This design comes from an exercise in tuning for small area and a short achievable clock period on the open sky130 flow, not from production work. Function was checked by simulation only, so behaviour that the tests miss may differ from the original. Power figures rest on the tool's default switching activity, not on a simulated workload.

// wb_regfile
module wb_regfile
#(
  parameter int DATA_W = DEF_DATA_W,
  parameter int ADDR_W = DEF_ADDR_W,
  parameter int PEND_W = DEF_PEND_W
) (
  input  logic              clk,
  input  logic              reset,
  input  logic              wb_en,
  input  logic [ADDR_W-1:0] wb_sel,
  input  logic [DATA_W-1:0] wb_data,
  input  logic              iss_en,
  input  logic [ADDR_W-1:0] iss_sel,
  input  logic [ADDR_W-1:0] rd_sel_a,
  input  logic [ADDR_W-1:0] rd_sel_b,
  output logic [DATA_W-1:0] rd_data_a,
  output logic [DATA_W-1:0] rd_data_b,
  output logic              hazard_a,
  output logic              hazard_b,
  output logic              pend_ovf
);
  localparam int NREG = 32;
  logic [NREG-1:0]   w_wdec, w_idec;         
  logic [NREG-1:0]   w_asel, w_bsel;         
  logic              w_wnz, w_abyp, w_abyp_n, w_bbyp, w_bbyp_n;
  logic [DATA_W-1:0] w_wdata, w_wdn;
  logic [DATA_W-1:0][NREG-1:1] w_cols;       
  wb_dec  u_wdec (.en(wb_en),  .sel(wb_sel),   .y(w_wdec));
  wb_dec  u_idec (.en(iss_en), .sel(iss_sel),  .y(w_idec));
  wb_rdec u_adec (.sel(rd_sel_a), .y(w_asel));
  wb_rdec u_bdec (.sel(rd_sel_b), .y(w_bsel));
  assign w_wdata = reset ? '0 : wb_data;
  for (genvar g = 1; g < NREG; g++) begin : g_reg
    logic [DATA_W-1:0] r_q;
    always_ff @(posedge clk) begin
      if (reset || w_wdec[g]) r_q <= w_wdata;
    end
    for (genvar b = 0; b < DATA_W; b++) begin : g_bit
  ...
export LEC_CHECK = 0
export CAP_MARGIN = 20
export CORE_MARGIN = 2
export CORE_UTILIZATION = 40
export SETUP_SLACK_MARGIN = 1.42
export SLEW_MARGIN = 20
export SYNTH_HIERARCHICAL = 1
export SYNTH_MINIMUM_KEEP_SIZE = 0
create_clock -name core_clock -period 5.5 [get_ports {clk}]
standard.sh (not shown) runs the stock make flow with config.mk's settings and CLKGATE_MAP_FILE= SYNTH_SCRIPT=/design/flow/synth_recipe.tcl, a recipe that flattens the netlist after the stock synthesis.
==> flow/flow/run.sh <==
#!/bin/bash
# Standard layout, with port buffers from the plain buffer family, the resizer allowed to
# change a cell's footprint (so those buffers can be sized like any other), and a clock tree
# of clkbuf_16 in sink clusters of up to 30 within 70 um, without dummy loads.
set -o pipefail
CTS="-sink_clustering_enable -repair_clock_nets -sink_clustering_size 30 -sink_clustering_max_diameter 70 -buf_list sky130_fd_sc_hd__clkbuf_16 -dont_use_dummy_load"
bash standard.sh MATCH_CELL_FOOTPRINT=0 "BUFFER_PORTS_ARGS=-buffer_cell sky130_fd_sc_hd__buf_2" "CTS_ARGS=$CTS" finish > flow.log 2>&1
The first run produced a clean layout.
Then changed:
- SETUP_SLACK_MARGIN: 1.42 -> 1.35
Die area is unchanged.
Count of clock-buffer cells in the layout rises by 11.
Setup slack is better by 0.084 ns.
Wire length rises by 2.6%.
Synthesized cell count stays the same.
Then changed:
--- a/flow/flow/run.sh
+++ b/flow/flow/run.sh
@@ -4 +4 @@
-# of clkbuf_16 in sink clusters of up to 30 within 70 um, without dummy loads.
+# of clkbuf_16 in sink clusters of up to 30 within 70 um, without dummy loads; no gate cloning in timing repair.
@@ -7 +7 @@
-bash standard.sh MATCH_CELL_FOOTPRINT=0 "BUFFER_PORTS_ARGS=-buffer_cell sky130_fd_sc_hd__buf_2" "CTS_ARGS=$CTS" finish > flow.log 2>&1
+bash standard.sh MATCH_CELL_FOOTPRINT=0 "BUFFER_PORTS_ARGS=-buffer_cell sky130_fd_sc_hd__buf_2" "CTS_ARGS=$CTS" SKIP_GATE_CLONING=1 finish > flow.log 2>&1
Effect:
- setup slack gets worse by 0.0054 ns
- total power stays flat
- count of clock-buffer cells in the layout stays the same
Then changed:
==> flow/flow/run.sh (replaced) <==
#!/bin/bash
# Standard layout, with port buffers from the plain buffer family, the resizer allowed to
# change a cell's footprint (so those buffers can be sized like any other), and a clock tree
# of clkbuf_4 in sink clusters of up to 10 within 35 um, without dummy loads.
set -o pipefail
CTS="-sink_clustering_enable -repair_clock_nets -sink_clustering_size 10 -sink_clustering_max_diameter 35 -buf_list sky130_fd_sc_hd__clkbuf_4 -dont_use_dummy_load"
bash standard.sh MATCH_CELL_FOOTPRINT=0 "BUFFER_PORTS_ARGS=-buffer_cell sky130_fd_sc_hd__buf_2" "CTS_ARGS=$CTS" finish > flow.log 2>&1
- CORE_UTILIZATION: 40 -> 45
The new run ran to the end with no violations.
Synthesized area stays the same.
Combinational power climbs by 17%.
Via count goes up by 3.1%.
Count of clock-buffer cells in the layout came out higher by 98.
Sequential power hardly moves.
Final area grows by 3.5%.
Power went down by 2.7%.
Worst hold slack degrades by 0.050 ns.
Clock power goes down by 16%.
Then changed:
- CORE_UTILIZATION: 45 -> 40
- SETUP_SLACK_MARGIN: 1.35 -> 1.2
Cell area came out lower by about 4%. Cell count came out higher by about 2.2%. Core utilization came out lower by 8.0 points.


run 1:
The RTL this note starts from:
==> flow/design.v <==
package pipe_pkg;
  localparam int DEF_DATA_W = 32;
  localparam int DEF_ADDR_W = 5;
  localparam int DEF_PEND_W = 2;
  typedef logic [DEF_ADDR_W-1:0] reg_sel_t;
  typedef logic [DEF_DATA_W-1:0] word_t;
endpackage
import pipe_pkg::*;
module wb_sb_step (
  input  logic [31:0] idec,
  input  logic [31:0] wdec,
  output logic [31:0] inc,
  output logic [31:0] dec
);
  assign inc = idec & ~wdec;
  assign dec = wdec & ~idec;
endmodule
module wb_scoreboard (
  input  logic        clk,
  input  logic        reset,
  input  logic [31:0] wdec,
  input  logic [31:0] idec,
  input  logic [31:0] adec,
  input  logic [31:0] bdec,
  output logic        hazard_a,
  output logic        hazard_b,
  output logic        pend_ovf
);
  logic [31:0] w_hz;
  logic [31:0] w_ovf_hit;
  logic        r_ovf;
  assign w_hz[0]      = 1'b0;
  assign w_ovf_hit[0] = 1'b0;
  logic [31:0] w_inc, w_dec;
  wb_sb_step u_step (.idec(idec), .wdec(wdec), .inc(w_inc), .dec(w_dec));
  for (genvar g = 1; g < 32; g++) begin : g_reg
    logic r_g1, r_g0;
    always_ff @(posedge clk) begin
      if (reset) begin
        r_g1 <= 1'b0;
        r_g0 <= 1'b0;
      end else begin
        r_g1 <= (r_g1 & !(w_dec[g] & r_g0)) | (w_inc[g] & r_g0);
        r_g0 <= w_dec[g] ? r_g1 : (w_inc[g] ? !r_g1 : r_g0);
      end
    end
    assign w_hz[g]      = r_g1 | (r_g0 & !wdec[g]);
    assign w_ovf_hit[g] = w_inc[g] & r_g1 & !r_g0;
  end
  always_ff @(posedge clk) begin
    if (reset)           r_ovf <= 1'b0;
    else if (|w_ovf_hit) r_ovf <= 1'b1;
  end
  assign pend_ovf = r_ovf;
  wb_rd_bit u_hza (.d(w_hz), .s(adec), .y(hazard_a));
  wb_rd_bit u_hzb (.d(w_hz), .s(bdec), .y(hazard_b));
endmodule
import pipe_pkg::*;
module wb_g_nor2 (input logic a, b, output logic y);
  assign y = !(a | b);
endmodule
module wb_g_nand2 (input logic a, b, output logic y);
  assign y = !(a & b);
endmodule
module wb_or8 (
  input  logic [7:0] d,
  input  logic [7:0] s,
  output logic       y
);
  assign y = |(d & s);
endmodule
module wb_rd_bit (
  input  logic [31:0] d,
  input  logic [31:0] s,
  output logic        y
);
  logic [3:0]  w_q;
  logic [1:0]  w_r;
  for (genvar i = 0; i < 4; i++) begin : g_q
    wb_or8 u (.d(d[8*i +: 8]), .s(s[8*i +: 8]), .y(w_q[i]));
  end
  wb_g_nor2  u_r0 (.a(w_q[0]), .b(w_q[1]), .y(w_r[0]));
  wb_g_nor2  u_r1 (.a(w_q[2]), .b(w_q[3]), .y(w_r[1]));
  wb_g_nand2 u_y  (.a(w_r[0]), .b(w_r[1]), .y(y));
endmodule
module wb_g_inv (input logic a, output logic y);
  assign y = !a;
endmodule
module wb_g_nor3 (input logic a, b, c, output logic y);
  assign y = !(a | b | c);
endmodule
module wb_g_nand3 (input logic a, b, c, output logic y);
  assign y = !(a & b & c);
endmodule
module wb_g_and2 (input logic a, b, output logic y);
  assign y = a & b;
endmodule
module wb_g_o211ai (input logic a1, a2, b1, c1, output logic y);
  assign y = !((a1 | a2) & b1 & c1);
endmodule
module wb_wdec (
  input  logic        en,
  input  logic [4:0]  sel,
  output logic [3:0]  wlo_n,
  output logic [7:0]  whi_n,
  output logic [31:0] y
);
  logic [4:0] w_n;
  for (genvar j = 0; j < 5; j++) begin : g_inv
    wb_g_inv u (.a(sel[j]), .y(w_n[j]));
  end
  for (genvar k = 0; k < 4; k++) begin : g_lo
    wb_g_nand3 u (.a(en), .b(k[0] ? sel[0] : w_n[0]), .c(k[1] ? sel[1] : w_n[1]), .y(wlo_n[k]));
  end
  for (genvar m = 0; m < 8; m++) begin : g_hi
    wb_g_nand3 u (.a(m[0] ? sel[2] : w_n[2]), .b(m[1] ? sel[3] : w_n[3]),
                  .c(m[2] ? sel[4] : w_n[4]), .y(whi_n[m]));
  end
  for (genvar i = 0; i < 32; i++) begin : g_y
    wb_g_nor2 u (.a(wlo_n[i % 4]), .b(whi_n[i / 4]), .y(y[i]));
  end
endmodule
module wb_rdec (
  input  logic [4:0]  sel,
  input  logic [3:0]  wlo_n,
  input  logic [7:0]  whi_n,
  output logic [31:0] dec,
  output logic [31:0] sel_t
);
  logic [4:0]  w_n;
  logic [3:0]  w_lo;
  logic [7:0]  w_hi;
  logic [31:0] w_sel_n;
  for (genvar j = 0; j < 5; j++) begin : g_inv
    wb_g_inv u (.a(sel[j]), .y(w_n[j]));
  end
  for (genvar k = 0; k < 4; k++) begin : g_lo
    wb_g_nor2 u (.a(k[0] ? w_n[0] : sel[0]), .b(k[1] ? w_n[1] : sel[1]), .y(w_lo[k]));
  end
  for (genvar m = 0; m < 8; m++) begin : g_hi
    wb_g_nor3 u (.a(m[0] ? w_n[2] : sel[2]), .b(m[1] ? w_n[3] : sel[3]),
                 .c(m[2] ? w_n[4] : sel[4]), .y(w_hi[m]));
  end
  for (genvar i = 0; i < 32; i++) begin : g_y
    wb_g_and2   u_d (.a(w_lo[i % 4]), .b(w_hi[i / 4]), .y(dec[i]));
    wb_g_o211ai u_s (.a1(wlo_n[i % 4]), .a2(whi_n[i / 4]), .b1(w_lo[i % 4]), .c1(w_hi[i / 4]),
                     .y(w_sel_n[i]));
    wb_g_inv    u_i (.a(w_sel_n[i]), .y(sel_t[i]));
  end
endmodule
module wb_g_xnor2 (input logic a, b, output logic y);
  assign y = !(a ^ b);
endmodule
module wb_byp_eq (
  input  logic       en_nz,
  input  logic [4:0] sel_w,
  input  logic [4:0] sel_r,
  output logic       y
);
  logic [4:0] w_eq;
  logic [1:0] w_p;
  for (genvar j = 0; j < 5; j++) begin : g_eq
    wb_g_xnor2 u (.a(sel_w[j]), .b(sel_r[j]), .y(w_eq[j]));
  end
  wb_g_nand3 u_p0 (.a(w_eq[0]), .b(w_eq[1]), .c(w_eq[2]), .y(w_p[0]));
  wb_g_nand3 u_p1 (.a(w_eq[3]), .b(w_eq[4]), .c(en_nz),   .y(w_p[1]));
  wb_g_nor2  u_y  (.a(w_p[0]), .b(w_p[1]), .y(y));
endmodule
module wb_regfile
#(
  parameter int DATA_W = DEF_DATA_W,
  parameter int ADDR_W = DEF_ADDR_W,
  parameter int PEND_W = DEF_PEND_W
) (
  input  logic              clk,
  input  logic              reset,
  input  logic              wb_en,
  input  logic [ADDR_W-1:0] wb_sel,
  input  logic [DATA_W-1:0] wb_data,
  input  logic              iss_en,
  input  logic [ADDR_W-1:0] iss_sel,
  input  logic [ADDR_W-1:0] rd_sel_a,
  input  logic [ADDR_W-1:0] rd_sel_b,
  output logic [DATA_W-1:0] rd_data_a,
  output logic [DATA_W-1:0] rd_data_b,
  output logic              hazard_a,
  output logic              hazard_b,
  output logic              pend_ovf
);
  localparam int NREG = 32;
  logic [NREG-1:0]   w_wdec;    
  logic [NREG-1:0]   w_adec, w_bdec, w_idec;
  logic [NREG-1:0]   w_asel, w_bsel;        
  logic [NREG-1:0]   w_asel_t, w_bsel_t;    
  logic              w_abyp, w_bbyp;
  logic              w_wen_nz;
  logic [DATA_W-1:0] w_wdata;
  logic [DATA_W-1:0][NREG-1:0] w_cols;    
  logic [3:0] w_wlo_n, w_ilo_n;
  logic [7:0] w_whi_n, w_ihi_n;
  wb_wdec u_wdec (.en(wb_en),  .sel(wb_sel),  .wlo_n(w_wlo_n), .whi_n(w_whi_n), .y(w_wdec));
  wb_wdec u_idec (.en(iss_en), .sel(iss_sel), .wlo_n(w_ilo_n), .whi_n(w_ihi_n), .y(w_idec));
  wb_rdec u_adec (.sel(rd_sel_a), .wlo_n(w_wlo_n), .whi_n(w_whi_n), .dec(w_adec), .sel_t(w_asel));
  wb_rdec u_bdec (.sel(rd_sel_b), .wlo_n(w_wlo_n), .whi_n(w_whi_n), .dec(w_bdec), .sel_t(w_bsel));
  assign w_wdata = reset ? '0 : wb_data;
  for (genvar g = 1; g < NREG; g++) begin : g_reg
    logic [DATA_W-1:0] r_q;
    always_ff @(posedge clk) begin
      if (reset || w_wdec[g]) r_q <= w_wdata;
    end
    for (genvar b = 0; b < DATA_W; b++) begin : g_bit
      assign w_cols[b][g] = r_q[b];
    end
  end
  assign w_wen_nz = wb_en && (wb_sel != '0);
  wb_byp_eq u_abyp (.en_nz(w_wen_nz), .sel_w(wb_sel), .sel_r(rd_sel_a), .y(w_abyp));
  wb_byp_eq u_bbyp (.en_nz(w_wen_nz), .sel_w(wb_sel), .sel_r(rd_sel_b), .y(w_bbyp));
  assign w_asel_t = {w_asel[NREG-1:1], w_abyp};
  assign w_bsel_t = {w_bsel[NREG-1:1], w_bbyp};
  for (genvar b = 0; b < DATA_W; b++) begin : g_col
    assign w_cols[b][0] = wb_data[b];
    wb_rd_bit u_a (.d(w_cols[b]), .s(w_asel_t), .y(rd_data_a[b]));
    wb_rd_bit u_b (.d(w_cols[b]), .s(w_bsel_t), .y(rd_data_b[b]));
  end
  wb_scoreboard u_sb (
    .clk      (clk),
    .reset    (reset),
    .wdec     (w_wdec),
    .idec     (w_idec),
    .adec     (w_adec),
    .bdec     (w_bdec),
    .hazard_a (hazard_a),
    .hazard_b (hazard_b),
    .pend_ovf (pend_ovf)
  );
endmodule
==> flow/config.mk <==
export PLATFORM = sky130hd
export DESIGN_NAME = wb_regfile
export DESIGN_NICKNAME = wb_regfile
export VERILOG_FILES = /design/flow/design.v
export SDC_FILE = /design/flow/constraint.sdc
export NUM_CORES = 4
export LEC_CHECK = 0
export CAP_MARGIN = 20
export CORE_MARGIN = 2
export CORE_UTILIZATION = 40
export SETUP_SLACK_MARGIN = 1.0
export SLEW_MARGIN = 20
export SYNTH_HIERARCHICAL = 1
export SYNTH_MINIMUM_KEEP_SIZE = 0
==> flow/constraint.sdc <==
create_clock -name core_clock -period 5.5 [get_ports {clk}]
set_input_delay 1.1000 -clock core_clock [delete_from_list [all_inputs] [get_ports {clk}]]
set_output_delay 1.1000 -clock core_clock [all_outputs]
set_load 0.01 [all_outputs]
==> flow/flow/run.sh <==
#!/bin/bash
# Standard layout, with port buffers from the plain buffer family, the resizer allowed to
# change a cell's footprint (so those buffers can be sized like any other), and a clock tree
# of clkbuf_16 in sink clusters of up to 30 within 70 um, without dummy loads.
set -o pipefail
CTS="-sink_clustering_enable -repair_clock_nets -sink_clustering_size 30 -sink_clustering_max_diameter 70 -buf_list sky130_fd_sc_hd__clkbuf_16 -dont_use_dummy_load"
bash standard.sh MATCH_CELL_FOOTPRINT=0 "BUFFER_PORTS_ARGS=-buffer_cell sky130_fd_sc_hd__buf_2" "CTS_ARGS=$CTS" finish > flow.log 2>&1
Every stage of the flow completed for run 1, and the final layout passed the timing, DRC and antenna checks.
Inputs modified between run 1 and run 2:
- swapping 40 for 50 in CORE_UTILIZATION
==> flow/flow/run.sh <==
#!/bin/bash
# Standard layout, with port buffers from the plain buffer family, the resizer allowed to
# change a cell's footprint (so those buffers can be sized like any other), and a clock tree
# of clkbuf_8 in sink clusters of up to 16 within 50 um, without dummy loads.
set -o pipefail
CTS="-sink_clustering_enable -repair_clock_nets -sink_clustering_size 16 -sink_clustering_max_diameter 50 -buf_list sky130_fd_sc_hd__clkbuf_8 -dont_use_dummy_load"
bash standard.sh MATCH_CELL_FOOTPRINT=0 "BUFFER_PORTS_ARGS=-buffer_cell sky130_fd_sc_hd__buf_2" "CTS_ARGS=$CTS" finish > flow.log 2>&1
--- outcome ---
- The share of total power in the clock network on run 1 is in line with that on run 2.
- Per the comparison of run 2 with run 1, cell depth of the worst setup path now larger; global-route track usage on met3 went up 3.2 points; number of optimization iterations in the first detailed-route pass grew by 2.
- Taking run 2 over run 1, the number of well-tap cells placed ratio works out to 0.78.
- Run 2 and run 1 ended up with nearly the same multi-input logic area.
- Between run 1 and run 2, post-route clock period utilization increased.
- Between run 1 and run 2, the flow reports achievable frequency decreasing slightly.
### run 2 -> run 3
- changing CORE_UTILIZATION from 50 to 33
==> flow/flow/run.sh <==
#!/bin/bash
# Standard layout, with port buffers from the plain buffer family, the resizer allowed to
# change a cell's footprint (so those buffers can be sized like any other), and a clock tree
# of clkbuf_16 in sink clusters of up to 30 within 70 um, without dummy loads.
set -o pipefail
CTS="-sink_clustering_enable -repair_clock_nets -sink_clustering_size 30 -sink_clustering_max_diameter 70 -buf_list sky130_fd_sc_hd__clkbuf_16 -dont_use_dummy_load"
bash standard.sh MATCH_CELL_FOOTPRINT=0 "BUFFER_PORTS_ARGS=-buffer_cell sky130_fd_sc_hd__buf_2" "CTS_ARGS=$CTS" finish > flow.log 2>&1
==> comparison <==
Clock network power share, run 2 and run 3: lower on run 2. Per the comparison of run 3 with run 2, clock-pin slew on the worst setup and hold paths was more or less identical, instance count of the mapped netlist was more or less identical, worst hold margin went down by 7.0 ps, layout buffer count excluding clock buffers went up by 0.50%. The total power in run 3 sits about 0.75% above the value recorded for run 2. | final cell area excluding filler cells | run 3 vs run 2 | worse |. Storage element area came out exactly the same in run 2 and run 3. Run 3 gives more final weighted congestion in routability-driven placement than run 2 did.

## static timing again, ports no longer ideal
No port has a modelled driver above. Below, the same layouts with a new extraction and two added sets of constraints. Step 1, drivers: a clkbuf_16 drives clk and a buf_2 each remaining input, both assumed. Step 2 moves the port delays by t, midway between the first and last clock arrival at a register: inputs arrive t later, outputs are due t later. That takes back most of the time a late clock gives input paths. Slacks: no drivers / after step 1 / after step 2; pairs: no drivers / after step 1.
run	t (ns)	slack for setup (ns)	worst hold slack (ns)	worst setup path after step 2	pins driven straight from the clock port
the first run of note 1	0.744	1.242 / 1.182 / 1.182	0.546 / 0.546 / 0.546	input to output	1
the second run of note 1	0.723	1.325 / 1.124 / 1.124	0.542 / 0.542 / 0.542	input to output	1
the third run of note 1	0.719	1.320 / 1.107 / 1.107	0.550 / 0.550 / 0.550	input to output	1
the fourth run of note 1	1.170	1.166 / 1.092 / 1.092	0.500 / 0.449 / 0.546	input to output	1
the fifth run of note 1	1.138	1.151 / 1.099 / 1.099	0.500 / 0.456 / 0.544	input to output	1
run 1	0.738	0.979 / 0.916 / 0.916	0.556 / 0.556 / 0.556	input to output	1
run 2	0.799	0.923 / 0.901 / 0.901	0.549 / 0.549 / 0.549	input to output	1
run 3	0.757	0.883 / 0.741 / 0.741	0.542 / 0.542 / 0.542	input to output	1
After both steps every run listed still meets setup and hold. For the third run of note 1, which loses most, drivers alone change the setup slack by -0.213 ns; drivers and shift together by -0.213 ns.
